From an optimization exercise on the open Yosys and OpenROAD flow, aimed at small area; shortcuts taken in it are not production practice. RTL that was checked went through simulation tests only; none was proved equivalent to the original. Only the layout flow was run in runs 4 to 7; the RTL was not checked for function there. Power is estimated from default activity; no workload was simulated.

==> flow/design.v <==
package video_pkg;
	typedef struct packed {
		logic [7:0] red;
		logic [7:0] green;
		logic [7:0] blue;
	} pixel_t;
	typedef struct packed {
		pixel_t pixel;
		logic   sop;
		logic   eop;
	} video_beat_t;
	typedef logic [10:0] coord_t;
	typedef struct packed {
		logic   found;
		coord_t left;
		coord_t right;
		coord_t top;
		coord_t bottom;
	} box_t;
endpackage
package host_pkg;
	typedef logic [2:0] reg_addr_t;
	typedef logic [31:0] msg_word_t;
	typedef logic [4:0] fill_t;
endpackage
`timescale 1ns/10ps
module eee_imgproc (
	input  logic                clk,
	input  logic                reset_n,
	input  logic [23:0]         sink_data,
	input  logic                sink_valid,
	output logic                sink_ready,
	input  logic                sink_sop,
	input  logic                sink_eop,
	output logic [23:0]         source_data,
	output logic                source_valid,
	input  logic                source_ready,
	output logic                source_sop,
	output logic                source_eop,
	input  logic                mode,              
	input  logic                s_chipselect,
	input  logic                s_read,
	input  logic                s_write,
	input  host_pkg::reg_addr_t s_address,
	output logic [31:0]         s_readdata,
	input  logic [31:0]         s_writedata
);
	logic        hv;           
	logic [23:0] hd;
	logic        hsop;
	logic        heop;
	logic        held_ready;
	logic        advance;
	assign held_ready = ~source_valid | source_ready;
	assign sink_ready = ~hv | held_ready;
	assign advance    = hv & held_ready;
	always_ff @(posedge clk) begin
		if (!reset_n) begin
			hv <= 1'b0;
		end else if (sink_ready) begin
			hv <= sink_valid;
		end
	end
	always_ff @(posedge clk) begin
		if (sink_valid & sink_ready) begin
			hd   <= sink_data;
			hsop <= sink_sop;
			heop <= sink_eop;
		end
	end
	logic       video;
	logic [9:0] x;
	logic [8:0] y;
	logic [9:0] xmin, xmax;    
	logic [8:0] ymin, ymax;    
	logic       hit;
	logic       bright;
	logic       pix;
	logic       pixel_hit;
	logic       frame_done;
	logic       x_lt, x_gt;
	logic [9:0] nxt_xmin, nxt_xmax;
	logic [8:0] nxt_ymin, nxt_ymax;
	logic       found;
	logic [9:0] bl, br;
	logic [8:0] bt, bb;
	assign bright     = hd[23] & hd[15] & hd[7];
	assign pix        = advance & ~hsop & video;
	assign pixel_hit  = pix & bright;
	assign frame_done = pix & heop;
	assign hit        = ~&ymin;
	assign x_lt = x < xmin;
	assign x_gt = x > xmax;
	assign nxt_xmin = (pixel_hit & x_lt) ? x : xmin;
	assign nxt_xmax = (pixel_hit & x_gt) ? x : xmax;
	assign nxt_ymin = (pixel_hit & ~hit) ? y : ymin;
	assign nxt_ymax = pixel_hit ? y : ymax;   
	always_ff @(posedge clk) begin
		if (!reset_n) begin
			video <= 1'b0;
		end else if (advance & hsop) begin
			video <= (hd[3:0] == 4'h0);
		end
	end
	always_ff @(posedge clk) begin
		if (advance) begin
			if (hsop) begin
				x <= '0;
				y <= '0;
			end else if (x == 10'd639) begin
				x <= '0;
				if (y != 9'd479) begin
					y <= y + 1'b1;
				end
			end else begin
				x <= x + 1'b1;
			end
		end
	end
	always_ff @(posedge clk) begin
		if (advance & hsop) begin
			xmin <= '1;
			xmax <= '0;
			ymin <= '1;
			ymax <= '0;
		end else if (pixel_hit) begin
			xmin <= nxt_xmin;
			xmax <= nxt_xmax;
			ymin <= nxt_ymin;
			ymax <= nxt_ymax;
		end
	end
	always_ff @(posedge clk) begin
		if (!reset_n) begin
			found <= 1'b0;
		end else if (frame_done) begin
			found <= hit | pixel_hit;
		end
	end
	always_ff @(posedge clk) begin
		if (frame_done) begin
			bl <= nxt_xmin;
			br <= nxt_xmax;
			bt <= nxt_ymin;
			bb <= nxt_ymax;
		end
	end
	logic        on_edge;
	logic [7:0]  grey;
	logic [23:0] ovl;
	logic [23:0] bb_col;
	assign grey    = hd[15:9] + hd[23:18] + hd[7:2];
	assign on_edge = found & ((x == bl) | (x == br) | (y == bt) | (y == bb));
	always_comb begin
		ovl = hd;
		if (mode & video & ~hsop) begin
			if (on_edge) begin
				ovl = bb_col;
			end else if (bright) begin
				ovl = 24'hffffff;
			end else begin
				ovl = {grey, grey, grey};
			end
		end
	end
	always_ff @(posedge clk) begin
		if (!reset_n) begin
			source_valid <= 1'b0;
		end else if (held_ready) begin
			source_valid <= hv;
		end
	end
	always_ff @(posedge clk) begin
		if (advance) begin
			source_data <= ovl;
			source_sop  <= hsop;
			source_eop  <= heop;
		end
	end
	logic       wr_sel, rd_sel;
	logic       flush;
	logic       pop;
	logic       read_d;
	logic [7:0] status_byte;
	assign wr_sel = s_chipselect & s_write;
	assign rd_sel = s_chipselect & s_read;
	assign flush  = wr_sel & (s_address == 3'd0) & s_writedata[4];
	assign pop    = rd_sel & ~read_d & (s_address == 3'd1);
	always_ff @(posedge clk) begin
		if (!reset_n) begin
			status_byte <= 8'h00;
			bb_col      <= 24'h00ff00;
		end else if (wr_sel) begin
			if (s_address == 3'd0) begin
				status_byte <= {s_writedata[7:5], 1'b0, s_writedata[3:0]};
			end
			if (s_address == 3'd3) begin
				bb_col <= s_writedata[23:0];
			end
		end
	end
	logic [2:0]  frame_cnt;
	logic [1:0]  wr_step;     
	logic        start;
	logic        wr_en;
	logic        rd_en;
	logic [4:0]  fill;
	logic [3:0]  wp, rp;      
	logic [1:0]  rph;         
	logic        pop_pend;    
	logic [18:0] ring [11];
	logic [18:0] wr_word;
	logic [18:0] rd_word;
	assign start = frame_done & ~flush & (frame_cnt == 3'd0) & (wr_step == 2'd0) &
		(fill <= 5'd13);
	assign wr_en = (wr_step != 2'd0) & ~flush;
	assign rd_en = pop & (fill != 5'd0) & ~flush;
	assign wr_word = wr_step[0] ? {br, bb} : {bl, bt};
	always_ff @(posedge clk) begin
		if (!reset_n) begin
			frame_cnt <= '0;
			wr_step   <= 2'd0;
		end else begin
			if (flush) begin
				wr_step <= 2'd0;
			end else if (start) begin
				wr_step <= 2'd1;
			end else if (wr_step != 2'd0) begin
				wr_step <= wr_step + 1'b1;
			end
			if (start) begin
				frame_cnt <= 3'(6 - 1);
			end else if (frame_done && frame_cnt != '0) begin
				frame_cnt <= frame_cnt - 1'b1;
			end
		end
	end
	always_ff @(posedge clk) begin
		if (!reset_n || flush) begin
			fill <= '0;
			wp   <= '0;
			rp   <= '0;
			rph  <= '0;
		end else begin
			if (wr_en && !rd_en) begin
				fill <= fill + 1'b1;
			end else if (rd_en && !wr_en) begin
				fill <= fill - 1'b1;
			end
			if (wr_en && wr_step != 2'd1) begin
				wp <= (wp == 4'd10) ? 4'd0 : wp + 1'b1;
			end
			if (pop_pend) begin
				rph <= (rph == 2'd2) ? 2'd0 : rph + 1'b1;
				if (rph != 2'd0) begin
					rp <= (rp == 4'd10) ? 4'd0 : rp + 1'b1;
				end
			end
		end
	end
	always_ff @(posedge clk) begin
		if (wr_en && wr_step != 2'd1) begin
			ring[wp] <= wr_word;
		end
	end
	logic [2:0] addr_q;
	logic [4:0] fill_q;
	always_ff @(posedge clk) begin
		read_d   <= rd_sel;
		pop_pend <= rd_en;
		addr_q   <= s_address;
		fill_q   <= fill;
	end
	assign rd_word = ring[rp];
	always_comb begin
		case (addr_q)
			3'd0: s_readdata = {16'h0000, 3'b000, fill_q, status_byte};
			3'd1: begin
				case (rph)
					2'd0:    s_readdata = 32'h00004242;
					2'd1:    s_readdata = {5'd0, &rd_word[18:9], rd_word[18:9],
						5'd0, {2{&rd_word[8:0]}}, rd_word[8:0]};
					default: s_readdata = {5'd0, 1'b0, rd_word[18:9],
						5'd0, 2'b00, rd_word[8:0]};
				endcase
			end
			3'd2:     s_readdata = 32'h1234EEE2;
			3'd3:  s_readdata = {8'h00, bb_col};
			default:     s_readdata = '0;
		endcase
	end
endmodule
==> flow/run.sh <==
#!/bin/bash
# synth_recipe.tcl (not shown) runs the flow's synth.tcl, then flattens the netlist and writes it again
# the make line also repeats each setting of config.mk as NAME=value (left out here)
make -C /OpenROAD-flow-scripts/flow DESIGN_CONFIG=/design/flow/config.mk WORK_HOME=/design/flow/orfs CLKGATE_MAP_FILE= SYNTH_SCRIPT=/design/flow/synth_recipe.tcl finish
==> flow/config.mk <==
export PLATFORM = sky130hd
export DESIGN_NAME = eee_imgproc
export DESIGN_NICKNAME = eee_imgproc
export VERILOG_FILES = /design/flow/design.v
export SDC_FILE = /design/flow/constraint.sdc
export NUM_CORES = 4
export LEC_CHECK = 0
export CAP_MARGIN = 20
export CORE_MARGIN = 2
export CORE_UTILIZATION = 40
export CTS_BUF_LIST = sky130_fd_sc_hd__clkbuf_4
export SLEW_MARGIN = 20
==> flow/constraint.sdc <==
create_clock -name core_clock -period 5.0 [get_ports {clk}]
set_input_delay 1.0000 -clock core_clock [delete_from_list [all_inputs] [get_ports {clk}]]
set_output_delay 1.0000 -clock core_clock [all_outputs]
set_load 0.01 [all_outputs]
==> results.sh, run 1 <==
export IMPL_synth_top_cells_by_area="edfxtp_1 52%, dfxtp_1 12%, mux4_2 3.4%, mux2i_1 2.7%, mux2_2 2.7%"
export IMPL_startpoint_type="flip-flop"
export IMPL_dieArea_mm2=0.0478
export IMPL_cp_cell_sequence="buf_4 > mux2i_1 > mux4_2 > mux2_2 > or3_1 > nor4_2 > o21bai_1 > clkdlybuf4s50_1"
export IMPL_place_area_mm2=0.0203
export IMPL_rsz0062_at_grt="no"
export IMPL_regArea_mm2=0.0117
export IMPL_coreArea_mm2=0.0455
export IMPL_cts_tree="yes"
export IMPL_status="complete, no violations"
export IMPL_cp_slowest_cell="clkdlybuf4s50_1"
export IMPL_cts_root_buf="clkbuf_4"
export IMPL_grt_util_all_layers_pct=19.2
export IMPL_cp_data_arrival_time_ps=3700
export IMPL_rr_worst_depth=11
export IMPL_crit_required_ps=4000
export IMPL_p_per_area_mw_per_mm2=356
export IMPL_max_stage_delay_ps=580
export IMPL_via_count=11600
export IMPL_start_util_pct=40.5
export IMPL_path_buf_inv=2
export IMPL_setup_viol=0
export IMPL_yosys_area_top_type="edfxtp_1"
export IMPL_grt_overflow=0
export IMPL_pin_count=129
export IMPL_max_slew_margin_pct=29.6
export IMPL_drive_above_1_share_pct=20.8
export IMPL_grt_start_max_net_pins=43
export IMPL_cts_buffer_depth=3
export IMPL_htreeDepth=3
export IMPL_place_congestion=0.800
export IMPL_fin_nets=1648
export IMPL_fmax_mhz=213
export IMPL_drc=0
export IMPL_synth_warnings=1
export IMPL_crit_type="reg -> out"
export IMPL_hold_viol_final=0
export IMPL_cpLargestDelayFamily="multiplexers"
export IMPL_rows=78
export IMPL_cts_hold_fix_buffers=0
export IMPL_multi_input_area_mm2=0.00626
export IMPL_die_h_um=219
export IMPL_initialDrtViolationCount=961
export IMPL_antenna_found_initial=1
export IMPL_whs_path_depth=0
export IMPL_synth_area_mm2=0.0184
export IMPL_hpwl_um=29300
export IMPL_synth_seq_cells=425
export IMPL_total_power_mw=7.76
export IMPL_die_width_um=219
export IMPL_ys_flop_type="edfxtp_1"
export IMPL_avgSynthCellArea_um2=13.6
export IMPL_p_leak_nw=7.61
export IMPL_cts_sinks=425
export IMPL_numCtsBuffers=107
export IMPL_grt_pass1_vias=11700
export IMPL_ir_worst_vdd_uv=158
export IMPL_synth_edf_count=318
export IMPL_hold_class="reg -> reg"
export IMPL_synth_seq_area_share_pct=63.4
export IMPL_fillers=4067
export IMPL_path_depth=8
export IMPL_final_antenna_net_count=0
export IMPL_critPathMaxFanout=6
export IMPL_endpoint_kind="output pin"
export IMPL_ys_async_sr_fraction_pct=0
export IMPL_layout_common_cells="318 x edfxtp_1, 161 x clkbuf_4, 115 x clkdlybuf4s50_1"
export IMPL_synthCells=1352
export IMPL_clock_skew_ps=33.9
export IMPL_port_buffers=116
export IMPL_period_needed_ps=4700
export IMPL_final_area_mm2=0.0218
export IMPL_worstMarginPinSlew_ps=1060
export IMPL_drt_pass1_iterations=5
export IMPL_reg2reg_setup_slack_ps=1750
export IMPL_drv_slew=0
export IMPL_setup_tns_ps=0
export IMPL_final_common_cell="edfxtp_1"
export IMPL_avgRoutedWirePerCell_um=20.4
export IMPL_cts_clk_slew_worst_paths_ps=70
export IMPL_maxCapViolCount=0
export IMPL_synth_top_area_share_pct=51.8
export IMPL_routed_wl_um=45400
export IMPL_vias_per_cell=5.21
export IMPL_clk_latency_ps=810
export IMPL_fin_crit_sh_pct=94.0
export IMPL_syn_to_final_growth_pct=18.1
export IMPL_holdWs_ps=402
export IMPL_grt_first_pass_wirelength_um=68600
export IMPL_ys_types=61
kinds of logic (layout without fill, tap and decap cells):
family	count (synthesis)	count (layout)	synth area share, %
buffers and inverters	126	399	3.16
multiplexers	126	126	9.39
XOR/XNOR	64	64	3.04
AO/OA/AOI/OAI	234	234	8.79
AND/OR/NAND/NOR	333	333	8.96
adder cells (fa/ha/maj)	43	43	3.24
other	1	5	0.0203
flip-flops	425	425	63.4
registers in the layout, summed over array words and instances, names as in the netlist, 7 cells and up, named ones only:
register	cells
ymax	9
xmax	10
y	9
ymin	9
ring	209
bb_col	24
br	10
hd	24
bl	10
x	10
bt	9
source_data	24
bb	9
xmin	10
status_byte	7
metrics by stage:
stage / setup WS (ps) / std cells / util (%)
finish: 302 / 2229 / 47.9
global route: 99.4 / 2229 / 47.9
CTS: 52.1 / 2228 / 47.8
detailed placement: 565 / 2022 / 44.6
global placement: 591 / 2022 / 44.6
floorplan: 669 / 1355 / -
final cells by class:
type,count,area share (%)
tap,600,3.45
timing repair buffer,157,6.98
multi-input combinational,804,28.7
clock inverter,40,0.862
sequential,425,53.7
clock buffer,161,5.55
antenna,1,0.0115
inverter,41,0.706
synthesized netlist by cell type (11+ instances only):
cell type,n
nand2b_1,29
a21boi_0,20
nor2_1,64
mux2_2,44
and2_1,12
clkbuf_1,38
nor2b_1,21
edfxtp_1,318
o21ai_0,59
dfxtp_1,107
inv_1,41
xor2_1,26
xnor2_1,38
ha_1,35
nand3_1,43
nand4_1,14
mux4_2,28
nand2_1,96
mux2i_1,50
a21oi_1,42
o211ai_1,32
o221a_2,24
o21a_1,11
buf_2,29
power by group:
group / total, mW / internal (mW) / switching [mW]
Sequential: 4.08 / 3.98 / 0.101
Clock: 2.91 / 1.49 / 1.42
Combinational: 0.765 / 0.329 / 0.436
Total: 7.76 / 5.80 / 1.96
metal layers:
metal  share of wire, %  global-route usage (%)  wire, um
met1                 45                    25.8     20400
met2                 48                    31.0     21700
met3                5.1                    4.18      2330
met4                2.0                    6.01       929
met5                  0                       0         0
path summary, 6_finish.rpt:
path | from | to
worst max-delay path | flip-flop | s_readdata[10]
worst min-delay path | fill[4] | fill_q[4]
worst max register to register | wr_step[0] | fill[4]
worst min register to register | fill[4] | fill_q[4]
timing repair:
action,in CTS,in global routing
buffers inserted,5,0
resized for setup,1,5
endpoints found under the hold margin,0,0
pin swaps,0,0
setup endpoints to repair,3,2
==> run 2: changes to the inputs <==
--- a/flow/config.mk
+++ b/flow/config.mk
@@ -10,3 +10,2 @@
 export CORE_UTILIZATION = 40
-export CTS_BUF_LIST = sky130_fd_sc_hd__clkbuf_4
 export SLEW_MARGIN = 20
==> run 2 against run 1 <==
  * Area after synthesis stayed put
  * First-iteration DRC count is 1.0% higher
  * Die area stayed put
  * Synthesized cell count stayed put
==> results.sh, run 2 <==
export IMPL_avgRoutedWirePerCell_um=21.2
export IMPL_max_stage_delay_ps=600
export IMPL_top_layer_used="met4"
export IMPL_critPathMaxFanout=17
export IMPL_port_buffers=116
export IMPL_p_per_area_mw_per_mm2=369
export IMPL_clk_latency_ps=560
export IMPL_clock_skew_ps=18.3
export IMPL_synth_commonest_cells="318 x edfxtp_1, 107 x dfxtp_1, 96 x nand2_1"
export IMPL_pin_count=129
export IMPL_numCtsBuffers=44
export IMPL_htreeDepth=2
export IMPL_cts_clk_slew_worst_paths_ps=60
export IMPL_met2_wirelength_um=21300
export IMPL_cpLargestDelayFamily="buffers and inverters"
export IMPL_grt_start_max_net_pins=43
export IMPL_synth_edf_count=318
export IMPL_start_util_pct=40.5
export IMPL_fin_crit_sh_pct=94.8
export IMPL_grt_pass1_vias=11200
export IMPL_layout_setup_ws_ps=258
export IMPL_crit_required_ps=4000
export IMPL_grt_first_pass_wirelength_um=67400
export IMPL_fin_nets=1581
export IMPL_endpoint_kind="output pin"
export IMPL_ys_flop_type="edfxtp_1"
export IMPL_status="complete, no violations"
export IMPL_cp_cell_sequence="buf_4 > buf_4 > mux4_2 > mux2i_1 > o21ai_0 > nand4_1 > or4_1 > nor4_1 > clkdlybuf4s50_1"
export IMPL_synth_top_area_share_pct=51.8
export IMPL_cts_buffer_depth=3
export IMPL_ir_worst_vdd_uv=300
export IMPL_setup_tns_ps=0
export IMPL_ys_async_sr_fraction_pct=0
export IMPL_holdWs_ps=401
export IMPL_setup_viol=0
export IMPL_largest_register_ffs=209
export IMPL_hpwl_um=29300
export IMPL_dieArea_mm2=0.0478
export IMPL_cp_data_arrival_time_ps=3740
export IMPL_antenna_found_initial=1
export IMPL_drive_above_1_share_pct=14.3
export IMPL_final_common_cell="edfxtp_1"
export IMPL_via_count=11300
export IMPL_fin_cells=2104
export IMPL_cts_sinks=425
export IMPL_hold_viol_final=0
export IMPL_final_antenna_net_count=0
export IMPL_synth_seq_area_share_pct=63.4
export IMPL_path_depth=9
export IMPL_fillers=3998
export IMPL_coreArea_mm2=0.0455
export IMPL_cp_slowest_cell="clkdlybuf4s50_1"
export IMPL_die_width_um=219
export IMPL_regMostFlops="ring"
export IMPL_rsz0062_at_grt="no"
export IMPL_startpoint_type="flip-flop"
export IMPL_p_leak_nw=7.40
export IMPL_synth_area_mm2=0.0184
export IMPL_reg2reg_setup_slack_ps=1760
export IMPL_avgSynthCellArea_um2=13.6
export IMPL_fmax_mhz=211
export IMPL_grt_overflow=0
export IMPL_synth_top_cells_by_area="edfxtp_1 52%, dfxtp_1 12%, mux4_2 3.4%, mux2i_1 2.7%, mux2_2 2.7%"
export IMPL_drt_pass1_iterations=5
export IMPL_layout_common_cells="318 x edfxtp_1, 116 x clkdlybuf4s50_1, 105 x dfxtp_1"
export IMPL_hold_class="reg -> reg"
export IMPL_rows=78
export IMPL_final_area_mm2=0.0217
export IMPL_crit_top_cell="buf_4"
export IMPL_ys_types=61
export IMPL_crit_type="reg -> out"
export IMPL_synth_seq_cells=425
export IMPL_initialDrtViolationCount=971
export IMPL_period_needed_ps=4740
export IMPL_path_buf_inv=3
export IMPL_post_synth_top_count_cell="edfxtp_1"
export IMPL_worstMarginPinSlew_ps=1050
export IMPL_maxCapViolCount=0
export IMPL_place_area_mm2=0.0203
export IMPL_die_h_um=219
export IMPL_routed_wl_um=44600
export IMPL_rr_worst_depth=11
export IMPL_grt_util_all_layers_pct=18.8
export IMPL_syn_to_final_growth_pct=17.6
export IMPL_wl_met3_um=1800
export IMPL_max_slew_margin_pct=29.8
export IMPL_dp_cells=2022
export IMPL_synth_warnings=1
export IMPL_place_congestion=0.800
export IMPL_drv_slew=0
export IMPL_pre_cts_slack_ps=565
export IMPL_whs_path_depth=0
export IMPL_cts_root_buf="clkbuf_16"
export IMPL_vias_per_cell=5.35
export IMPL_yosys_area_top_type="edfxtp_1"
export IMPL_drc=0
export IMPL_wl_met1_um=20600
export IMPL_synthCells=1352
export IMPL_cts_tree="yes"
## run 2: layer usage
metal  track usage (%)  vias to the layer above
li1                  -                     5283
met1              26.3                     5657
met2              30.4                      249
met3              2.99                       61
met4              5.09                        0
met5                 0                        -
## run 2: through the flow
step	power, mW	utilization (%)
floorplan	4.60	-
finish	7.99	47.7
CTS	8.07	47.7
global route	8.29	47.7
detailed placement	4.92	44.6
global placement	4.90	44.6
## run 2: timing repair
item,in CTS,in global routing
endpoints found under the hold margin,0,0
endpoints found under the setup margin,1,0
hold buffers,0,0
setup buffers,1,0
gates resized for setup,1,0
## run 2: final timing paths
path / start / end
worst max-delay path: flip-flop / s_readdata[26]
worst min register to register: fill[4] / fill_q[4]
worst max register to register: wr_step[0] / fill[4]
worst min-delay path: fill[4] / fill_q[4]
## run 2: cell type report
type,count,area [um^2],area share (%)
diodes,1,2.50,0.0115
multi-input cells,804,6250,28.8
clock inverters,18,133,0.611
well taps,600,751,3.46
flip-flops and latches,425,11700,53.9
repair buffers,153,1460,6.75
clock buffers,62,1240,5.72
inverters,41,154,0.709
## run 2: power breakdown
part / internal, mW / switching [mW] / leakage [nW]
Clock: 1.83 / 1.32 / 0.671
Sequential: 3.98 / 0.102 / 3.79
Combinational: 0.329 / 0.431 / 2.94
## run 2: cells by family after synthesis
logic type	synth area share, %
muxes	9.39
buffers and inverters	3.16
xor gates and xnor gates	3.04
DFF	63.4
and+or+nand+nor	8.96
other	0.0203
AOI/OAI and AO/OA	8.79
adders and majority gates	3.24
==> run 3: changes to the inputs <==
--- a/flow/config.mk
+++ b/flow/config.mk
@@ -7,5 +7,7 @@
 export LEC_CHECK = 0
-export CAP_MARGIN = 20
+export CAP_MARGIN = 5
 export CORE_MARGIN = 2
 export CORE_UTILIZATION = 40
-export SLEW_MARGIN = 20
+export CTS_BUF_LIST = sky130_fd_sc_hd__clkbuf_2
+export CTS_CLUSTER_SIZE = 30
+export SLEW_MARGIN = 5
==> run 3 against run 2 <==
  * Non-clock buffer count rose by 5
  * Wire length increased by 1.5%
  * First-iteration DRC count decreased by 5.4%
  * Hold slack worse by 2.4 ps
  * Die area unchanged
  * Cell area decreased by 1.5%
  * Clock skew rose by 45 ps
  * Combinational power up 0.8%
  * Global-route usage up 0.45 points
  * Maximum frequency about the same
==> results.sh, run 3 <==
export IMPL_ys_types=61
export IMPL_final_core_util_pct=47.0
export IMPL_regMostFlops="ring"
export IMPL_maxCapViolCount=0
export IMPL_drive_above_1_share_pct=20.1
export IMPL_setup_tns_ps=0
export IMPL_fin_crit_sh_pct=94.8
export IMPL_ir_worst_vdd_uv=148
export IMPL_synth_edf_count=318
export IMPL_initialDrtViolationCount=919
export IMPL_final_common_cell="edfxtp_1"
export IMPL_syn_to_final_growth_pct=15.8
export IMPL_grt_util_all_layers_pct=19.2
export IMPL_start_util_pct=40.5
export IMPL_holdWs_ps=399
export IMPL_cts_clk_slew_worst_paths_ps=110
export IMPL_synthCells=1352
export IMPL_setup_viol=0
export IMPL_endpoint_kind="output pin"
export IMPL_max_slew_margin_pct=22.6
export IMPL_rsz0062_at_grt="no"
export IMPL_hpwl_um=29300
export IMPL_ys_async_sr_fraction_pct=0
export IMPL_total_power_mw=7.11
export IMPL_hold_viol_final=0
export IMPL_power_internal_mw=5.18
export IMPL_final_antenna_net_count=0
export IMPL_cts_sinks=425
export IMPL_avgSynthCellArea_um2=13.6
export IMPL_die_width_um=219
export IMPL_port_buffers=116
export IMPL_largest_register_ffs=209
export IMPL_worstMarginPinSlew_ps=1150
export IMPL_p_per_area_mw_per_mm2=333
export IMPL_fin_nets=1646
export IMPL_layout_common_cells="318 x edfxtp_1, 153 x clkbuf_2, 113 x clkdlybuf4s50_1"
export IMPL_ys_flop_type="edfxtp_1"
export IMPL_rows=78
export IMPL_critPathMaxFanout=10
export IMPL_fmax_mhz=211
export IMPL_antenna_found_initial=4
export IMPL_cts_buffer_depth=3
export IMPL_swShare_pct=27.1
export IMPL_via_count=11700
export IMPL_drt_pass1_iterations=5
export IMPL_synth_seq_cells=425
export IMPL_crit_required_ps=4000
export IMPL_grt_start_max_net_pins=43
export IMPL_combPwrFrac_pct=10.8
export IMPL_hold_class="reg -> reg"
export IMPL_pin_count=129
export IMPL_synth_top_cells_by_area="edfxtp_1 52%, dfxtp_1 12%, mux4_2 3.4%, mux2i_1 2.7%, mux2_2 2.7%"
export IMPL_numCtsBuffers=104
export IMPL_place_area_mm2=0.0203
export IMPL_htreeDepth=3
export IMPL_crit_type="reg -> out"
export IMPL_grt_pass1_vias=11700
export IMPL_synth_area_mm2=0.0184
export IMPL_grt_first_pass_wirelength_um=69100
export IMPL_final_area_mm2=0.0214
export IMPL_place_congestion=0.800
export IMPL_clk_latency_ps=1030
export IMPL_cts_hold_fix_buffers=0
export IMPL_clockPowerShare_pct=31.9
export IMPL_pwr_share_seq_pct=57.4
export IMPL_drv_slew=0
export IMPL_period_needed_ps=4740
export IMPL_synth_seq_area_share_pct=63.4
export IMPL_cts_tree="yes"
export IMPL_coreArea_mm2=0.0455
export IMPL_synth_commonest_cells="318 x edfxtp_1, 107 x dfxtp_1, 96 x nand2_1"
export IMPL_p_leak_nw=7.53
export IMPL_routed_wl_um=45300
export IMPL_drc=0
export IMPL_cts_root_buf="clkbuf_2"
export IMPL_synth_top_area_share_pct=51.8
export IMPL_dieArea_mm2=0.0478
export IMPL_yosys_area_top_type="edfxtp_1"
export IMPL_startpoint_type="flip-flop"
export IMPL_vias_per_cell=5.24
export IMPL_grt_overflow=0
export IMPL_clock_skew_ps=63.8
export IMPL_avgRoutedWirePerCell_um=20.3
export IMPL_die_h_um=219
export IMPL_synth_warnings=1
export IMPL_status="complete, no violations"
export IMPL_switching_power_mw=1.93
export IMPL_cp_data_arrival_time_ps=3740
export IMPL_post_synth_top_count_cell="edfxtp_1"
-- run 3: cell counts after synthesis --
Identical to the previous run, type by type.
-- run 3: final cells by class --
class	count	area, um^2
sequential	425	11700
clock buffer	153	766
inverter	41	154
multi-input combinational	804	6260
clock inverter	40	186
antenna	4	10.0
tap	600	751
fill	4107	24100
timing repair buffer	158	1540
-- run 3: final timing paths --
check                                start             end  slack (ps)  cells past startpoint
worst max-delay path             flip-flop  s_readdata[26]         260                      8
worst min-delay path               fill[2]       fill_q[2]         400                      0
worst max register to register  wr_step[0]         fill[4]        1760                     11
worst min register to register     fill[2]       fill_q[2]         400                      0
-- run 3: repair_timing --
| action | in CTS | in global routing |
|---|---|---|
| buffers inserted | 5 | 1 |
| pin swaps | 0 | 1 |
| gates resized for setup | 7 | 4 |
| endpoints found under the setup margin | 12 | 1 |
-- run 3: cells by family after synthesis --
logic type	share of synthesized area (%)
other	0.0203
AND/OR/NAND/NOR	8.96
adder cells (fa/ha/maj)	3.24
AO/OA/AOI/OAI	8.79
multiplexers	9.39
XOR/XNOR	3.04
buffers and inverters	3.16
flip-flops	63.4
-- run 3: power by group through the flow --
stage	Clock (mW)	Combinational, mW	Sequential (mW)
6_report	2.27	0.766	4.08
2_1_floorplan	0	0.492	4.10
3_5_place_dp	0	0.757	4.16
5_1_grt	2.53	0.836	4.09
4_1_cts	2.35	0.767	4.08
3_3_place_gp	0	0.746	4.16
-- run 3: critical path, stage by stage (launching register included) --
cell,delay [ps]
dfxtp_4,390
buf_12,150
mux4_1,330
mux2_2,140
o21ai_1,130
or3_1,470
or4_1,480
nor4_1,300
dlygate4sd2_1,310
-- run 3: stage by stage --
step | std cells | worst slack (ps)
floorplan | 1355 | 669
detailed placement | 2022 | 592
global route | 2225 | 24.1
global placement | 2022 | 591
finish | 2225 | 262
CTS | 2220 | 10.4
-- run 3: per-layer routing --
layer | part of all wire [%] | wire length, um | global-route usage (%) | up-vias
li1 | - | - | - | 5493
met4 | 1.5 | 678 | 5.77 | 0
met5 | 0 | 0 | 0 | -
met2 | 48 | 21900 | 30.9 | 321
met1 | 45 | 20300 | 26.0 | 5795
met3 | 5.4 | 2420 | 4.38 | 55
==> run 4: changes to the inputs <==
--- a/flow/design.v
+++ b/flow/design.v
@@ -81,4 +81,4 @@
 	logic       x_lt, x_gt;
-	logic [9:0] nxt_xmin, nxt_xmax;
-	logic [8:0] nxt_ymin, nxt_ymax;
+	logic       init;
+	logic       box_pend;      
 	logic       found;
@@ -87,2 +87,3 @@
 	assign bright     = hd[23] & hd[15] & hd[7];
+	assign init       = advance & hsop;
 	assign pix        = advance & ~hsop & video;
@@ -91,8 +92,4 @@
 	assign hit        = ~&ymin;
-	assign x_lt = x < xmin;
-	assign x_gt = x > xmax;
-	assign nxt_xmin = (pixel_hit & x_lt) ? x : xmin;
-	assign nxt_xmax = (pixel_hit & x_gt) ? x : xmax;
-	assign nxt_ymin = (pixel_hit & ~hit) ? y : ymin;
-	assign nxt_ymax = pixel_hit ? y : ymax;   
+	assign x_lt       = x < xmin;
+	assign x_gt       = x > xmax;
 	always_ff @(posedge clk) begin
@@ -100,3 +97,3 @@
 			video <= 1'b0;
-		end else if (advance & hsop) begin
+		end else if (init) begin
 			video <= (hd[3:0] == 4'h0);
@@ -120,27 +117,24 @@
 	always_ff @(posedge clk) begin
-		if (advance & hsop) begin
-			xmin <= '1;
-			xmax <= '0;
-			ymin <= '1;
-			ymax <= '0;
-		end else if (pixel_hit) begin
-			xmin <= nxt_xmin;
-			xmax <= nxt_xmax;
-			ymin <= nxt_ymin;
-			ymax <= nxt_ymax;
-		end
-	end
-	always_ff @(posedge clk) begin
-		if (!reset_n) begin
-			found <= 1'b0;
-		end else if (frame_done) begin
-			found <= hit | pixel_hit;
-		end
-	end
-	always_ff @(posedge clk) begin
-		if (frame_done) begin
-			bl <= nxt_xmin;
-			br <= nxt_xmax;
-			bt <= nxt_ymin;
-			bb <= nxt_ymax;
+		if (init | (pixel_hit & x_lt)) xmin <= x | {10{init}};
+		if (init | (pixel_hit & x_gt)) xmax <= x & ~{10{init}};
+		if (init | (pixel_hit & ~hit)) ymin <= y | {9{init}};
+		if (init | pixel_hit)          ymax <= y & ~{9{init}};
+	end
+	always_ff @(posedge clk) begin
+		if (!reset_n) begin
+			box_pend <= 1'b0;
+			found    <= 1'b0;
+		end else begin
+			box_pend <= frame_done;
+			if (box_pend) begin
+				found <= hit;
+			end
+		end
+	end
+	always_ff @(posedge clk) begin
+		if (box_pend) begin
+			bl <= xmin;
+			br <= xmax;
+			bt <= ymin;
+			bb <= ymax;
 		end
@@ -217,3 +211,3 @@
 	assign rd_en = pop & (fill != 5'd0) & ~flush;
-	assign wr_word = wr_step[0] ? {br, bb} : {bl, bt};
+	assign wr_word = wr_step[0] ? ({br, bb} & {19{~box_pend}}) : {bl, bt};
 	always_ff @(posedge clk) begin
==> flow/flow/run.sh (new file) <==
#!/bin/bash
# Standard ORFS layout, with small port buffers and a clock tree without dummy loads.
set -euo pipefail
bash standard.sh synth > synth.log 2>&1
export BUFFER_PORTS_ARGS="-buffer_cell sky130_fd_sc_hd__buf_1"
export CTS_ARGS="-sink_clustering_enable -repair_clock_nets -dont_use_dummy_load -buf_list sky130_fd_sc_hd__clkbuf_8"
bash standard.sh finish > layout.log 2>&1
==> flow/standard.sh (new file) <==
#!/bin/bash
# synth_recipe.tcl (not shown) runs the flow's synth.tcl, then flattens the netlist and writes it again
# the make line also repeats each setting of config.mk as NAME=value (left out here)
make -C /OpenROAD-flow-scripts/flow DESIGN_CONFIG=/design/flow/config.mk WORK_HOME=/design/flow/orfs CLKGATE_MAP_FILE= SYNTH_SCRIPT=/design/flow/synth_recipe.tcl "${@:-finish}"
--- a/flow/config.mk
+++ b/flow/config.mk
@@ -7,7 +7,5 @@
 export LEC_CHECK = 0
-export CAP_MARGIN = 5
+export CAP_MARGIN = 20
 export CORE_MARGIN = 2
 export CORE_UTILIZATION = 40
-export CTS_BUF_LIST = sky130_fd_sc_hd__clkbuf_2
-export CTS_CLUSTER_SIZE = 30
-export SLEW_MARGIN = 5
+export SLEW_MARGIN = 20
removed: flow/run.sh
==> run 4 against run 3 <==
  * Wire length is 7.9% lower
  * Setup slack better by 400 ps
  * Die area is 1.3% lower
  * Maximum frequency is 9.3% higher
  * First-iteration DRC count is 9.1% lower
  * Clock power is 7% higher
==> results.sh, run 4 <==
export IMPL_hold_viol_final=0
export IMPL_yosys_area_top_type="edfxtp_1"
export IMPL_initialDrtViolationCount=835
export IMPL_start_util_pct=40.4
export IMPL_hpwl_um=27300
export IMPL_endpoint="s_readdata[26]"
export IMPL_synthCells=1303
export IMPL_regMostFlops="ring"
export IMPL_drv_slew=0
export IMPL_ys_types=67
export IMPL_fin_nets=1560
export IMPL_rows=78
export IMPL_worstMarginPinSlew_ps=1250
export IMPL_final_common_cell="edfxtp_1"
export IMPL_crit_top_cell="nor2_1"
export IMPL_setup_viol=0
export IMPL_pre_cts_slack_ps=1260
export IMPL_synth_seq_area_share_pct=66.5
export IMPL_ys_async_sr_fraction_pct=0
export IMPL_max_stage_delay_ps=850
export IMPL_die_h_um=217
export IMPL_cp_slowest_cell="dfxtp_4"
export IMPL_endpoint_kind="output pin"
export IMPL_grt_start_max_net_pins=42
export IMPL_synth_commonest_cells="356 x edfxtp_1, 110 x nand2_1, 109 x nor2_1"
export IMPL_synth_edf_count=356
export IMPL_path_depth=9
export IMPL_cp_cell_sequence="buf_12 > mux4_2 > mux2i_1 > nor2_1 > a21oi_1 > nor2_1 > nand4_1 > nor4_2 > buf_1"
export IMPL_grt_util_all_layers_pct=17.8
export IMPL_rsz0062_at_grt="no"
export IMPL_grt_overflow=0
export IMPL_reg2reg_setup_slack_ps=2030
export IMPL_use_met3_pct=3.59
export IMPL_hold_class="reg -> reg"
export IMPL_p_per_area_mw_per_mm2=359
export IMPL_setup_tns_ps=0
export IMPL_synth_seq_cells=426
export IMPL_avgSynthCellArea_um2=14.0
export IMPL_use_met1_pct=24.4
export IMPL_grt_first_pass_wirelength_um=63500
export IMPL_ctsResizeCount=0
export IMPL_synth_top_area_share_pct=58.8
export IMPL_cpLargestDelayFamily="flip-flops"
export IMPL_layout_setup_ws_ps=666
export IMPL_multi_input_area_mm2=0.00562
export IMPL_cts_tree="yes"
export IMPL_dieArea_mm2=0.0472
export IMPL_port_buffers=116
export IMPL_grt_busiest_layer="met2"
export IMPL_place_congestion=0.844
export IMPL_fillers=4124
export IMPL_post_cts_setup_buffer_count=0
export IMPL_holdWs_ps=407
export IMPL_fin_crit_sh_pct=86.7
export IMPL_vias_per_cell=5.31
export IMPL_die_width_um=217
export IMPL_fmax_mhz=231
export IMPL_drt_pass1_iterations=6
export IMPL_crit_required_ps=4000
export IMPL_synth_top_cells_by_area="edfxtp_1 59%, dfxtp_1 7.7%, mux4_2 3.3%, mux2i_1 3.3%, ha_1 2.4%"
export IMPL_numCtsBuffers=68
export IMPL_layout_common_cells="356 x edfxtp_1, 116 x buf_1, 110 x nand2_1"
export IMPL_period_needed_ps=4330
export IMPL_max_slew_margin_pct=15.8
export IMPL_pin_count=129
export IMPL_rr_worst_depth=10
export IMPL_ir_worst_vdd_uv=207
export IMPL_cts_clk_slew_worst_paths_ps=60
export IMPL_clock_skew_ps=49.0
export IMPL_regArea_mm2=0.0121
export IMPL_cts_hold_fix_buffers=0
export IMPL_status="complete, no violations"
export IMPL_startpoint_type="flip-flop"
export IMPL_largest_register_ffs=209
export IMPL_antenna_found_initial=0
export IMPL_cts_root_buf="clkbuf_8"
export IMPL_avgRoutedWirePerCell_um=20.4
export IMPL_final_core_util_pct=44.9
export IMPL_routed_wl_um=41700
export IMPL_htreeDepth=3
export IMPL_ys_flop_type="edfxtp_1"
export IMPL_crit_type="reg -> out"
export IMPL_maxCapViolCount=0
export IMPL_post_synth_top_count_cell="edfxtp_1"
export IMPL_syn_to_final_growth_pct=11.4
export IMPL_reg2reg_from="hd[3]"
export IMPL_coreArea_mm2=0.0451
export IMPL_drc=0
export IMPL_cts_sinks=426
export IMPL_use_met2_pct=28.5
export IMPL_cp_data_arrival_time_ps=3330
export IMPL_drive_above_1_share_pct=10.9
export IMPL_final_antenna_net_count=0
export IMPL_path_buf_inv=2
export IMPL_synth_area_mm2=0.0182
export IMPL_cts_buffer_depth=3
export IMPL_via_count=10900
export IMPL_critPathMaxFanout=39
export IMPL_p_leak_nw=6.71
export IMPL_rr_endpoint="source_data[15]"
export IMPL_grt_pass1_vias=11100
export IMPL_synth_warnings=1
export IMPL_clk_latency_ps=600
[run 4: changes by cell type in the layout (fill, tap and decap cells not counted), moves of 30 or more]
| cell | delta |
|---|---|
| mux2_2 | -43 |
| dfxtp_1 | -38 |
| clkbuf_2 | -153 |
| o211ai_1 | -30 |
| nor2_1 | +48 |
| buf_1 | +116 |
| clkdlybuf4s50_1 | -113 |
| clkbuf_8 | +68 |
| edfxtp_1 | +38 |
[run 4: cells by family (layout without fill, tap and decap cells)]
logic type,Yosys count,in the layout,share of synthesized area [%]
DFF,426,426,66.5
buffers and inverters,116,256,3.14
adders and majority gates,43,43,3.29
muxes,95,95,7.72
xor gates and xnor gates,64,64,3.08
and+or+nand+nor,363,363,9.39
AOI/OAI and AO/OA,195,195,6.90
other,1,5,0.0206
[run 4: worst min-delay path by stage]
stage / startpoint / endpoint / slack [ps] / depth (start not counted)
2_1_floorplan: fill[4] / fill_q[4] / 360 / 0
4_1_cts: fill[4] / fill_q[4] / 400 / 0
3_3_place_gp: fill[4] / fill_q[4] / 390 / 0
3_5_place_dp: fill[4] / fill_q[4] / 390 / 0
5_1_grt: fill[4] / fill_q[4] / 410 / 0
6_report: fill[4] / fill_q[4] / 410 / 0
[run 4: where the power goes]
group / internal [mW] / switching (mW)
Combinational: 0.259 / 0.452
Clock: 1.20 / 1.22
Sequential: 4.05 / 0.0911
Total: 5.51 / 1.76
[run 4: per-stage QoR]
step	total power [mW]	area [um^2]	instances
6_report	7.27	20300	2047
5_1_grt	7.54	20300	2046
4_1_cts	7.33	20200	2045
3_5_place_dp	4.93	19300	1977
3_3_place_gp	4.90	19300	1977
2_1_floorplan	4.67	18200	1306
[run 4: final cells by class]
class | instances | share of cell area (%)
flip-flops and latches | 426 | 59.7
multi-input cells | 764 | 27.7
diodes | 1 | 0.0124
inverters | 42 | 0.778
clock buffers | 68 | 4.62
repair buffers | 146 | 3.42
well taps | 600 | 3.71
[run 4: per-layer routing]
layer / wire length [um] / up-vias
li1: - / 5057
met1: 18700 / 5422
met2: 19800 / 307
met3: 2130 / 81
met4: 1050 / 0
met5: 0 / -
[run 4: worst register-to-register path, stage by stage (launching register included)]
cell,delay [ps]
edfxtp_1,450
fa_1,510
ha_1,240
fa_1,400
a21oi_1,160
nor2_1,60
nor2_1,190
nor2b_1,90
o21a_1,170
nor3_1,340
nor2_1,100
==> run 5: changes to the inputs <==
==> flow/flow/run.sh (replaced) <==
#!/bin/bash
# Standard ORFS layout, with small port buffers and a clock tree without dummy loads.
set -euo pipefail
bash standard.sh synth > synth.log 2>&1
export BUFFER_PORTS_ARGS="-buffer_cell sky130_fd_sc_hd__buf_1"
export CTS_ARGS="-sink_clustering_enable -repair_clock_nets -dont_use_dummy_load -buf_list {sky130_fd_sc_hd__clkbuf_4 sky130_fd_sc_hd__clkbuf_8 sky130_fd_sc_hd__clkbuf_16}"
bash standard.sh finish > layout.log 2>&1
==> run 5 against run 4 <==
  * Still clean
  * Via count fell by 1.8%
  * Critical path depth did not move
  * Register-to-register slack barely moved
  * First-iteration DRC count fell by 3.7%
  * Sequential cell count did not move
  * Combinational power barely moved
  * Maximum frequency rose by 1.1%
  * Synthesized cell count did not move
  * Utilization rose by 0.31 points
  * Sequential power barely moved
  * Area after synthesis did not move
  * Setup slack improved by 47 ps
  * Largest power group unchanged
  * Highest routed layer unchanged
==> results.sh, run 5 <==
export IMPL_reg2reg_setup_slack_ps=2040
export IMPL_fmax_mhz=233
export IMPL_path_buf_inv=2
export IMPL_ctsResizeCount=0
export IMPL_die_width_um=217
export IMPL_power_internal_mw=5.82
export IMPL_max_slew_margin_pct=27.6
export IMPL_cts_sinks=426
export IMPL_dieArea_mm2=0.0472
export IMPL_fin_nets=1535
export IMPL_synthCells=1303
export IMPL_grt_pass1_vias=11000
export IMPL_synth_top_cells_by_area="edfxtp_1 59%, dfxtp_1 7.7%, mux4_2 3.3%, mux2i_1 3.3%, ha_1 2.4%"
export IMPL_crit_required_ps=4000
export IMPL_grt_first_pass_wirelength_um=63100
export IMPL_layout_common_cells="356 x edfxtp_1, 116 x buf_1, 110 x nand2_1"
export IMPL_cp_slowest_cell="dfxtp_4"
export IMPL_crit_top_cell="nor2_1"
export IMPL_swShare_pct=23.0
export IMPL_p_per_area_mw_per_mm2=370
export IMPL_reg2reg_from="hd[3]"
export IMPL_htreeDepth=2
export IMPL_setup_tns_ps=0
export IMPL_synth_top_family_by_area="simple AND/OR/NAND/NOR gates"
export IMPL_ys_types=67
export IMPL_clk_latency_ps=540
export IMPL_syn_to_final_growth_pct=12.1
export IMPL_ys_flop_type="edfxtp_1"
export IMPL_synthXorXnorAreaFrac_pct=3.08
export IMPL_routed_wl_um=41100
export IMPL_regArea_mm2=0.0121
export IMPL_port_buffers=116
export IMPL_rr_endpoint="source_data[15]"
export IMPL_status="complete, no violations"
export IMPL_pwr_share_seq_pct=54.9
export IMPL_initialDrtViolationCount=804
export IMPL_avgRoutedWirePerCell_um=20.3
export IMPL_cts_tree="yes"
export IMPL_drc=0
export IMPL_clock_skew_ps=19.1
export IMPL_period_needed_ps=4290
export IMPL_avgSynthCellArea_um2=14.0
export IMPL_drt_pass1_iterations=5
export IMPL_synth_commonest_cells="356 x edfxtp_1, 110 x nand2_1, 109 x nor2_1"
export IMPL_vias_per_cell=5.28
export IMPL_place_congestion=0.844
export IMPL_cp_data_arrival_time_ps=3290
export IMPL_final_common_cell="edfxtp_1"
export IMPL_numCtsBuffers=43
export IMPL_grt_start_max_net_pins=42
export IMPL_cpLargestDelayFamily="flip-flops"
export IMPL_fin_crit_sh_pct=85.7
export IMPL_cts_clk_slew_worst_paths_ps=60
export IMPL_rows=78
export IMPL_hold_class="reg -> reg"
export IMPL_synth_compound_gate_area_share_pct=6.90
export IMPL_synth_edf_count=356
export IMPL_setup_viol=0
export IMPL_path_depth=9
export IMPL_critPathMaxFanout=39
export IMPL_post_synth_top_count_cell="edfxtp_1"
export IMPL_endpoint="s_readdata[26]"
export IMPL_synth_warnings=1
export IMPL_ys_async_sr_fraction_pct=0
export IMPL_endpoint_kind="output pin"
export IMPL_rr_worst_depth=10
export IMPL_synth_seq_cells=426
export IMPL_hold_viol_final=0
export IMPL_grt_util_all_layers_pct=17.5
export IMPL_cts_hold_fix_buffers=0
export IMPL_cts_root_buf="clkbuf_16"
export IMPL_clockPowerShare_pct=35.7
export IMPL_start_util_pct=40.4
export IMPL_drv_slew=0
export IMPL_synthMuxAreaShare_pct=7.72
export IMPL_largest_register_ffs=209
export IMPL_cts_buffer_depth=3
export IMPL_cp_cell_sequence="buf_12 > mux4_2 > mux2i_1 > nor2_1 > a21oi_1 > nor2_1 > nand4_1 > nor4_2 > buf_1"
export IMPL_via_count=10700
export IMPL_regMostFlops="ring"
export IMPL_maxCapViolCount=0
export IMPL_antenna_found_initial=0
export IMPL_grt_overflow=0
export IMPL_post_cts_setup_buffer_count=0
export IMPL_crit_type="reg -> out"
export IMPL_max_stage_delay_ps=860
export IMPL_worstMarginPinSlew_ps=1080
export IMPL_startpoint_type="flip-flop"
export IMPL_rsz0062_at_grt="no"
export IMPL_switching_power_mw=1.73
export IMPL_hpwl_um=27300
export IMPL_yosys_area_top_type="edfxtp_1"
export IMPL_synth_area_mm2=0.0182
export IMPL_coreArea_mm2=0.0451
export IMPL_multi_input_area_mm2=0.00562
export IMPL_p_leak_nw=6.76
export IMPL_synth_top_area_share_pct=58.8
export IMPL_synth_seq_area_share_pct=66.5
export IMPL_total_power_mw=7.55
export IMPL_pin_count=129
export IMPL_synth_simple_area_share_pct=9.39
export IMPL_die_h_um=217
export IMPL_combPwrFrac_pct=9.4
export IMPL_fillers=4082
export IMPL_drive_above_1_share_pct=9.29
export IMPL_final_antenna_net_count=0
export IMPL_synthAdderAreaFrac_pct=3.29
export IMPL_ir_worst_vdd_uv=247
[run 5: cell count changes in the layout (fill, tap and decap cells not counted), sizes merged]
| cell | previous run | this run |
|---|---|---|
| clkbuf | 68 | 43 |
[run 5: worst min-delay path by stage]
stage                       start   endpoint  slack [ps]  cells after the start
final                     fill[4]  fill_q[4]         400                      0
after global routing      fill[4]  fill_q[4]         410                      0
after CTS                 fill[4]  fill_q[4]         410                      0
after detailed placement  fill[4]  fill_q[4]         390                      0
after global placement    fill[4]  fill_q[4]         390                      0
after floorplan           fill[4]  fill_q[4]         360                      0
[run 5: area by class of cell]
type	count	share of cell area (%)
flip-flops and latches	426	59.3
multi-input cells	764	27.6
clock buffers	43	5.27
well taps	600	3.68
repair buffers	146	3.40
inverters	42	0.773
diodes	1	0.0123
[run 5: per-stage QoR]
step / hold slack, ps / util [%] / cells / cell area (um^2) / setup slack, ps
final: 404 / 45.2 / 2022 / 20400 / 713
after global routing: 412 / 45.2 / 2021 / 20400 / 488
after detailed placement: 395 / 42.8 / 1977 / 19300 / 1260
after global placement: 390 / 42.8 / 1977 / 19300 / 1280
after CTS: 405 / 45.2 / 2020 / 20400 / 671
after floorplan: 364 / - / 1306 / 18200 / 169
[run 5: cells by family after synthesis]
group                      count (synthesis)
AOI/OAI and AO/OA                        195
xor gates and xnor gates                  64
adders and majority gates                 43
buffers and inverters                    116
DFF                                      426
muxes                                     95
other                                      1
and+or+nand+nor                          363
[run 5: layer usage]
metal | share of wire [%] | wire length (um) | global-route usage (%) | up-vias
met4 | 2.1 | 875 | 4.84 | 0
li1 | - | - | - | 5025
met5 | 0 | 0 | 0 | -
met1 | 45 | 18300 | 24.2 | 5305
met3 | 5.3 | 2170 | 2.63 | 67
met2 | 48 | 19800 | 28.9 | 273
[run 5: power by group through the flow]
stage                     Clock, mW  Sequential [mW]  Combinational, mW
after floorplan                   0             4.17              0.497
after global placement            0             4.21              0.684
after detailed placement          0             4.22              0.711
after CTS                      2.76             4.14              0.714
after global routing           2.87             4.15              0.788
final                          2.70             4.14              0.711
==> run 6: changes to the inputs <==
--- a/flow/design.v
+++ b/flow/design.v
@@ -201,3 +201,4 @@
 	logic [4:0]  fill;
-	logic [3:0]  wp, rp;      
+	logic [3:0]  wp;          
+	logic [10:0] rsel;        
 	logic [1:0]  rph;         
@@ -235,3 +236,3 @@
 			wp   <= '0;
-			rp   <= '0;
+			rsel <= 11'd1;
 			rph  <= '0;
@@ -249,3 +250,3 @@
 				if (rph != 2'd0) begin
-					rp <= (rp == 4'd10) ? 4'd0 : rp + 1'b1;
+					rsel <= {rsel[9:0], rsel[10]};
 				end
@@ -267,3 +268,8 @@
 	end
-	assign rd_word = ring[rp];
+	always_comb begin
+		rd_word = '0;
+		for (int i = 0; i < 11; i++) begin
+			rd_word = rd_word | (ring[i] & {19{rsel[i]}});
+		end
+	end
 	always_comb begin
==> flow/flow/run.sh (replaced) <==
#!/bin/bash
# Standard ORFS layout, with small port buffers and a clock tree without dummy loads.
set -euo pipefail
bash standard.sh synth > synth.log 2>&1
export BUFFER_PORTS_ARGS="-buffer_cell sky130_fd_sc_hd__buf_1"
export CTS_ARGS="-sink_clustering_enable -repair_clock_nets -dont_use_dummy_load -buf_list sky130_fd_sc_hd__clkbuf_8 -sink_clustering_size 12 -sink_clustering_max_diameter 50 -sink_buffer_max_cap_derate 0.02"
bash standard.sh finish > layout.log 2>&1
==> run 6 against run 5 <==
  * Still clean
  * Maximum frequency grew 2.3%
  * Clock power is 31% lower
  * Utilization decreased by 1.1 points
  * Synthesized cell count down 3.1%
  * Clock skew rose by 19 ps
  * Sequential cell count increased by 3
  * Wire length grew 4.4%
  * Area after synthesis shrank 2.4%
  * Critical path depth fell by 2
  * First-iteration DRC count increased by 18%
  * Via count grew 0.99%
  * Hold slack worse by 22 ps
  * Critical path type unchanged
  * Largest cell class unchanged
  * Largest power group unchanged
==> results.sh, run 6 <==
export IMPL_ys_flop_type="edfxtp_1"
export IMPL_max_slew_margin_pct=30.4
export IMPL_cts_hold_fix_buffers=0
export IMPL_post_synth_top_count_cell="edfxtp_1"
export IMPL_routed_wl_um=43000
export IMPL_ys_types=61
export IMPL_ys_async_sr_fraction_pct=0
export IMPL_cts_buffer_depth=3
export IMPL_drt_pass1_iterations=5
export IMPL_antenna_diode_count=0
export IMPL_grt_util_all_layers_pct=18.5
export IMPL_synthCells=1263
export IMPL_cp_data_arrival_time_ps=3190
export IMPL_max_stage_delay_ps=890
export IMPL_synth_warnings=1
export IMPL_htreeDepth=2
export IMPL_startpoint_type="flip-flop"
export IMPL_syn_to_final_growth_pct=9.35
export IMPL_crit_required_ps=4000
export IMPL_endpoint_kind="output pin"
export IMPL_die_h_um=215
export IMPL_status="complete, no violations"
export IMPL_grt_start_max_net_pins=42
export IMPL_place_congestion=0.844
export IMPL_cp_cell_sequence="a22o_1 > a221oi_1 > and3_1 > nor4_1 > nand2_1 > nor4_1 > buf_1"
export IMPL_rows=77
export IMPL_port_buffers=116
export IMPL_grt_first_pass_wirelength_um=65000
export IMPL_initialDrtViolationCount=951
export IMPL_critPathMaxFanout=15
export IMPL_cts_clk_slew_worst_paths_ps=80
export IMPL_synth_top_cells_by_area="edfxtp_1 60%, dfxtp_1 8.2%, a22o_1 2.9%, ha_1 2.5%, nand2_1 2.0%"
export IMPL_ir_worst_vdd_uv=186
export IMPL_layout_common_cells="356 x edfxtp_1, 116 x buf_1, 97 x nand2_1"
export IMPL_p_per_area_mw_per_mm2=346
export IMPL_synth_seq_area_share_pct=68.4
export IMPL_dieArea_mm2=0.0461
export IMPL_synth_top_area_share_pct=60.2
export IMPL_via_count=10800
export IMPL_hpwl_um=28900
export IMPL_rsz0062_at_grt="no"
export IMPL_final_common_cell="edfxtp_1"
export IMPL_grt_overflow=0
export IMPL_avgSynthCellArea_um2=14.1
export IMPL_cts_root_buf="clkbuf_8"
export IMPL_crit_type="reg -> out"
export IMPL_grt_pass1_vias=10600
export IMPL_post_cts_setup_buffer_count=0
export IMPL_avgRoutedWirePerCell_um=21.8
export IMPL_worstMarginPinSlew_ps=1040
export IMPL_clock_skew_ps=38.1
export IMPL_hold_class="reg -> reg"
export IMPL_die_width_um=215
export IMPL_synth_commonest_cells="356 x edfxtp_1, 97 x nand2_1, 73 x dfxtp_1, 73 x nor2_1, 58 x a22o_1"
export IMPL_period_needed_ps=4190
export IMPL_p_leak_nw=6.41
export IMPL_fin_crit_sh_pct=83.8
export IMPL_setup_tns_ps=0
export IMPL_cp_slowest_cell="dfxtp_1"
export IMPL_synth_area_mm2=0.0178
export IMPL_coreArea_mm2=0.0440
export IMPL_cts_sinks=429
export IMPL_crit_top_cell="nor4_1"
export IMPL_antenna_found_initial=0
export IMPL_numCtsBuffers=43
export IMPL_pre_cts_slack_ps=1380
export IMPL_clk_latency_ps=600
export IMPL_drc=0
export IMPL_cts_tree="yes"
export IMPL_pin_count=129
export IMPL_final_antenna_net_count=0
export IMPL_start_util_pct=40.3
export IMPL_drv_slew=0
export IMPL_regMostFlops="ring"
export IMPL_synth_edf_count=356
export IMPL_maxCapViolCount=0
export IMPL_ctsResizeCount=0
export IMPL_fin_nets=1492
export IMPL_drive_above_1_share_pct=8.35
export IMPL_synth_seq_cells=429
export IMPL_setup_viol=0
export IMPL_layout_setup_ws_ps=811
export IMPL_fmax_mhz=239
export IMPL_vias_per_cell=5.47
export IMPL_hold_viol_final=0
export IMPL_largest_register_ffs=209
export IMPL_yosys_area_top_type="edfxtp_1"
[run 6: cell count changes in the layout (fill, tap and decap cells not counted), sizes merged, moves of 20 or more]
cell / delta
mux2i: -50
a221oi: +39
a22o: +36
nor2: -36
mux4: -34
xor2: -25
o21ai: -22
xnor2: +22
o221a: +21
and3: +20
[run 6: area by class of cell]
type | instances | area (um^2)
clock buffer | 43 | 592
sequential | 429 | 12200
tap | 592 | 741
fill | 4037 | 24600
multi-input combinational | 715 | 5100
inverter | 43 | 161
timing repair buffer | 148 | 676
[run 6: cell families after synthesis]
family,count (synthesis),share of synthesized area [%]
flip-flops,429,68.4
XOR/XNOR,61,3.22
buffers and inverters,122,3.30
AND/OR/NAND/NOR,332,9.48
adder cells (fa/ha/maj),43,3.37
multiplexers,10,0.564
AO/OA/AOI/OAI,265,11.6
other,1,0.0211
[run 6: per-stage QoR]
stage / util, % / hold slack [ps] / instances / area [um^2] / power, mW
floorplan: - / 364 / 1266 / 17800 / 4.69
global placement: 42.8 / 388 / 1927 / 18800 / 4.91
detailed placement: 42.8 / 390 / 1927 / 18800 / 4.94
CTS: 44.1 / 380 / 1970 / 19400 / 6.78
global route: 44.1 / 404 / 1970 / 19400 / 6.98
finish: 44.1 / 382 / 1970 / 19400 / 6.72
[run 6: final timing paths]
kind                               from               to  slack [ps]  depth (start not counted)
worst max-delay path            rsel[0]   s_readdata[26]         810                          7
worst min register to register  fill[3]        fill_q[3]         380                          0
worst min-delay path            fill[3]        fill_q[3]         380                          0
worst max register to register     x[2]  source_data[18]        1830                          6
[run 6: power breakdown]
group          internal (mW)  total, mW  switching (mW)  leakage [nW]
clock network          0.767       1.87            1.10         0.309
logic                  0.256      0.700           0.444          2.26
registers               4.07       4.16          0.0862          3.84
total                   5.10       6.72            1.63          6.41
[run 6: critical path: cells and delay by family (launching register included)]
kind / cells / cell delay (ps)
buffers and inverters: 1 / 290
AOI/OAI and AO/OA: 2 / 320
and+or+nand+nor: 4 / 1090
DFF: 1 / 890
[run 6: metal layers]
layer	track usage, %	share of wire, %	vias up
li1	-	-	4988
met1	25.9	45	5416
met2	29.4	47	304
met3	3.23	5.8	68
met4	6.13	2.9	0
met5	0	0	-
==> run 7: changes to the inputs <==
==> flow/flow/run.sh (replaced) <==
#!/bin/bash
# Standard ORFS layout, with small port buffers and a clock tree without dummy loads.
set -euo pipefail
bash standard.sh synth > synth.log 2>&1
export BUFFER_PORTS_ARGS="-buffer_cell sky130_fd_sc_hd__buf_1"
export CTS_ARGS="-sink_clustering_enable -repair_clock_nets -dont_use_dummy_load -buf_list sky130_fd_sc_hd__clkbuf_16 -sink_clustering_size 20 -sink_clustering_max_diameter 60 -sink_buffer_max_cap_derate 0.02"
bash standard.sh finish > layout.log 2>&1
==> run 7 against run 6 <==
  * Cell count decreased by 0.71%
  * First-iteration DRC count up 4.9%
  * Global-route usage shrank 0.23 points
  * Critical path depth stayed put
  * Clock-buffer cell count shrank 14
  * Clock skew decreased by 2.3 ps
  * Cell area increased by 0.69%
  * Critical endpoint unchanged
  * Largest cell class unchanged
==> results.sh, run 7 <==
export IMPL_status="complete, no violations"
export IMPL_p_leak_nw=6.46
export IMPL_fin_nets=1478
export IMPL_htreeDepth=1
export IMPL_cts_tree="yes"
export IMPL_hold_end="fill_q[4]"
export IMPL_port_buffers=116
export IMPL_pin_count=129
export IMPL_vias_per_cell=5.51
export IMPL_synth_top_area_share_pct=60.2
export IMPL_avgSynthCellArea_um2=14.1
export IMPL_yosys_area_top_type="edfxtp_1"
export IMPL_period_needed_ps=4110
export IMPL_cts_sinks=429
export IMPL_start_util_pct=40.3
export IMPL_via_count=10800
export IMPL_coreArea_mm2=0.0440
export IMPL_clock_skew_ps=35.9
export IMPL_ctsResizeCount=0
export IMPL_routed_wl_um=42800
export IMPL_clk_latency_ps=580
export IMPL_startpoint_type="flip-flop"
export IMPL_ys_flop_type="edfxtp_1"
export IMPL_rows=77
export IMPL_post_synth_top_count_cell="edfxtp_1"
export IMPL_total_power_mw=6.98
export IMPL_regMostFlops="ring"
export IMPL_fmax_mhz=243
export IMPL_grt_overflow=0
export IMPL_grt_start_max_net_pins=42
export IMPL_antenna_diode_count=0
export IMPL_cts_hold_fix_buffers=0
export IMPL_hpwl_um=28900
export IMPL_cp_data_arrival_time_ps=3110
export IMPL_rr_endpoint="source_data[18]"
export IMPL_largest_register_ffs=209
export IMPL_place_area_mm2=0.0188
export IMPL_maxCapViolCount=0
export IMPL_final_antenna_net_count=0
export IMPL_antenna_found_initial=0
export IMPL_grt_util_all_layers_pct=18.3
export IMPL_post_cts_setup_buffer_count=0
export IMPL_synth_seq_area_share_pct=68.4
export IMPL_ys_async_sr_fraction_pct=0
export IMPL_hold_viol_final=0
export IMPL_rr_worst_depth=6
export IMPL_p_per_area_mw_per_mm2=357
export IMPL_cts_clk_slew_worst_paths_ps=70
export IMPL_place_congestion=0.844
export IMPL_reg2reg_setup_slack_ps=1860
export IMPL_crit_required_ps=4000
export IMPL_fillers=4015
export IMPL_drt_pass1_iterations=5
export IMPL_die_width_um=215
export IMPL_grt_first_pass_wirelength_um=64600
export IMPL_hold_class="reg -> reg"
export IMPL_dieArea_mm2=0.0461
export IMPL_synth_area_mm2=0.0178
export IMPL_synth_edf_count=356
export IMPL_numCtsBuffers=29
export IMPL_setup_viol=0
export IMPL_holdCritStartpoint="fill[4]"
export IMPL_reg2reg_from="x[6]"
export IMPL_die_h_um=215
export IMPL_max_slew_margin_pct=30.8
export IMPL_drv_slew=0
export IMPL_grt_pass1_vias=10500
export IMPL_whs_path_depth=0
export IMPL_crit_type="reg -> out"
export IMPL_endpoint_kind="output pin"
export IMPL_final_common_cell="edfxtp_1"
export IMPL_critPathMaxFanout=15
export IMPL_initialDrtViolationCount=998
export IMPL_worstMarginPinSlew_ps=1040
export IMPL_synth_top_cells_by_area="edfxtp_1 60%, dfxtp_1 8.2%, a22o_1 2.9%, ha_1 2.5%, nand2_1 2.0%"
export IMPL_avgRoutedWirePerCell_um=21.9
export IMPL_synth_seq_cells=429
export IMPL_final_area_mm2=0.0196
export IMPL_fin_crit_sh_pct=82.3
export IMPL_ys_types=61
export IMPL_cts_root_buf="clkbuf_16"
export IMPL_synth_commonest_cells="356 x edfxtp_1, 97 x nand2_1, 73 x dfxtp_1, 73 x nor2_1, 58 x a22o_1"
export IMPL_cts_buffer_depth=3
export IMPL_synthCells=1263
export IMPL_rsz0062_at_grt="no"
export IMPL_regArea_mm2=0.0122
export IMPL_syn_to_final_growth_pct=10.1
export IMPL_final_core_util_pct=44.4
export IMPL_ir_worst_vdd_uv=225
export IMPL_synth_warnings=1
export IMPL_layout_common_cells="356 x edfxtp_1, 116 x buf_1, 97 x nand2_1"
export IMPL_drc=0
export IMPL_setup_tns_ps=0
export IMPL_multi_input_area_mm2=0.00510
export IMPL_drive_above_1_share_pct=7.40
==> run 7: changes by cell type in the layout (fill, tap and decap cells not counted), sizes merged <==
cell,delta
clkbuf,-14
==> run 7: cells by family (layout without fill, tap and decap cells) <==
group / Yosys count / in the layout / synth area share (%)
fa+ha+maj: 43 / 43 / 3.37
simple gates: 332 / 332 / 9.48
buf+inv: 122 / 220 / 3.30
flops: 429 / 429 / 68.4
xor+xnor: 61 / 61 / 3.22
compound gates: 265 / 265 / 11.6
other cells: 1 / 4 / 0.0211
mux: 10 / 10 / 0.564
==> run 7: how the worst max path moves through the flow <==
| stage | from | cells past startpoint | end |
|---|---|---|---|
| final | rsel[0] | 7 | s_readdata[26] |
| after global routing | rsel[10] | 7 | s_readdata[26] |
| after CTS | rsel[10] | 7 | s_readdata[26] |
| after detailed placement | s_address[1] | 11 | fill[4] |
| after global placement | s_address[1] | 11 | fill[4] |
| after floorplan | s_chipselect | 4 | ring[2][0] |
==> run 7: worst max-delay path, cell delays in order, from the launching register on <==
cell	delay, ps
dfxtp_1	890
a22o_1	270
a221oi_1	50
and3_1	260
nor4_1	410
nand2_1	170
nor4_1	220
buf_1	280
==> run 7: power breakdown <==
group	internal [mW]	switching (mW)	total, mW
sequential	4.07	0.0867	4.16
combinational	0.256	0.447	0.703
clock	1.02	1.10	2.12
total	5.35	1.63	6.98
==> run 7: area by class of cell <==
class	count	share of cell area [%]
clock buffer	29	3.71
tap	592	3.79
timing repair buffer	148	3.45
sequential	429	62.1
inverter	43	0.825
multi-input combinational	715	26.1
==> run 7: through the flow <==
stage / cells / hold slack (ps) / setup slack (ps)
after floorplan: 1266 / 364 / 926
after global placement: 1927 / 388 / 1410
after detailed placement: 1927 / 390 / 1380
after CTS: 1956 / 402 / 919
after global routing: 1956 / 409 / 759
final: 1956 / 401 / 886
==> run 7: metal layers <==
layer,GRT usage (%),vias to the layer above,share of wire [%]
met4,4.93,0,2.7
li1,-,4973,-
met5,0,-,0
met1,25.8,5470,45
met2,29.4,281,47
met3,3.01,62,5.9

-- separate check: timing with driven ports --
The flow's constraints put no driver on any port. The routed layouts listed below were extracted and timed again, unchanged, in two steps.
Step 1 sets driving cells, clkbuf_16 on the clock port and buf_2 on the other inputs (assumed; they add their load-dependent delay and slew).
Step 2 times the ports against the registers' clock, not the clock port: input delays grow and output delays shrink by t, the midpoint of the rising clock arrivals with the driver on.
Three values: ideal, step 1, step 2; two values: the first two.
| run | t, ns | setup slack, ns | worst setup path at the end | cell pins on the clock port's net |
|---|---|---|---|---|
| run 1 | 0.845 | 0.302 / 0.252 / 0.930 | input to register | 1 |
| run 2 | 0.607 | 0.258 / 0.202 / 0.809 | register to output | 1 |
| run 3 | 1.047 | 0.262 / 0.210 / 0.959 | input to register | 1 |
| run 4 | 0.628 | 0.666 / 0.616 / 1.244 | register to output | 1 |
| run 5 | 0.582 | 0.713 / 0.662 / 1.244 | register to output | 1 |
| run 6 | 0.631 | 0.811 / 0.757 / 1.339 | input to register | 1 |
| run 7 | 0.611 | 0.886 / 0.834 / 1.354 | input to register | 1 |
After both steps every run listed still meets setup and hold.
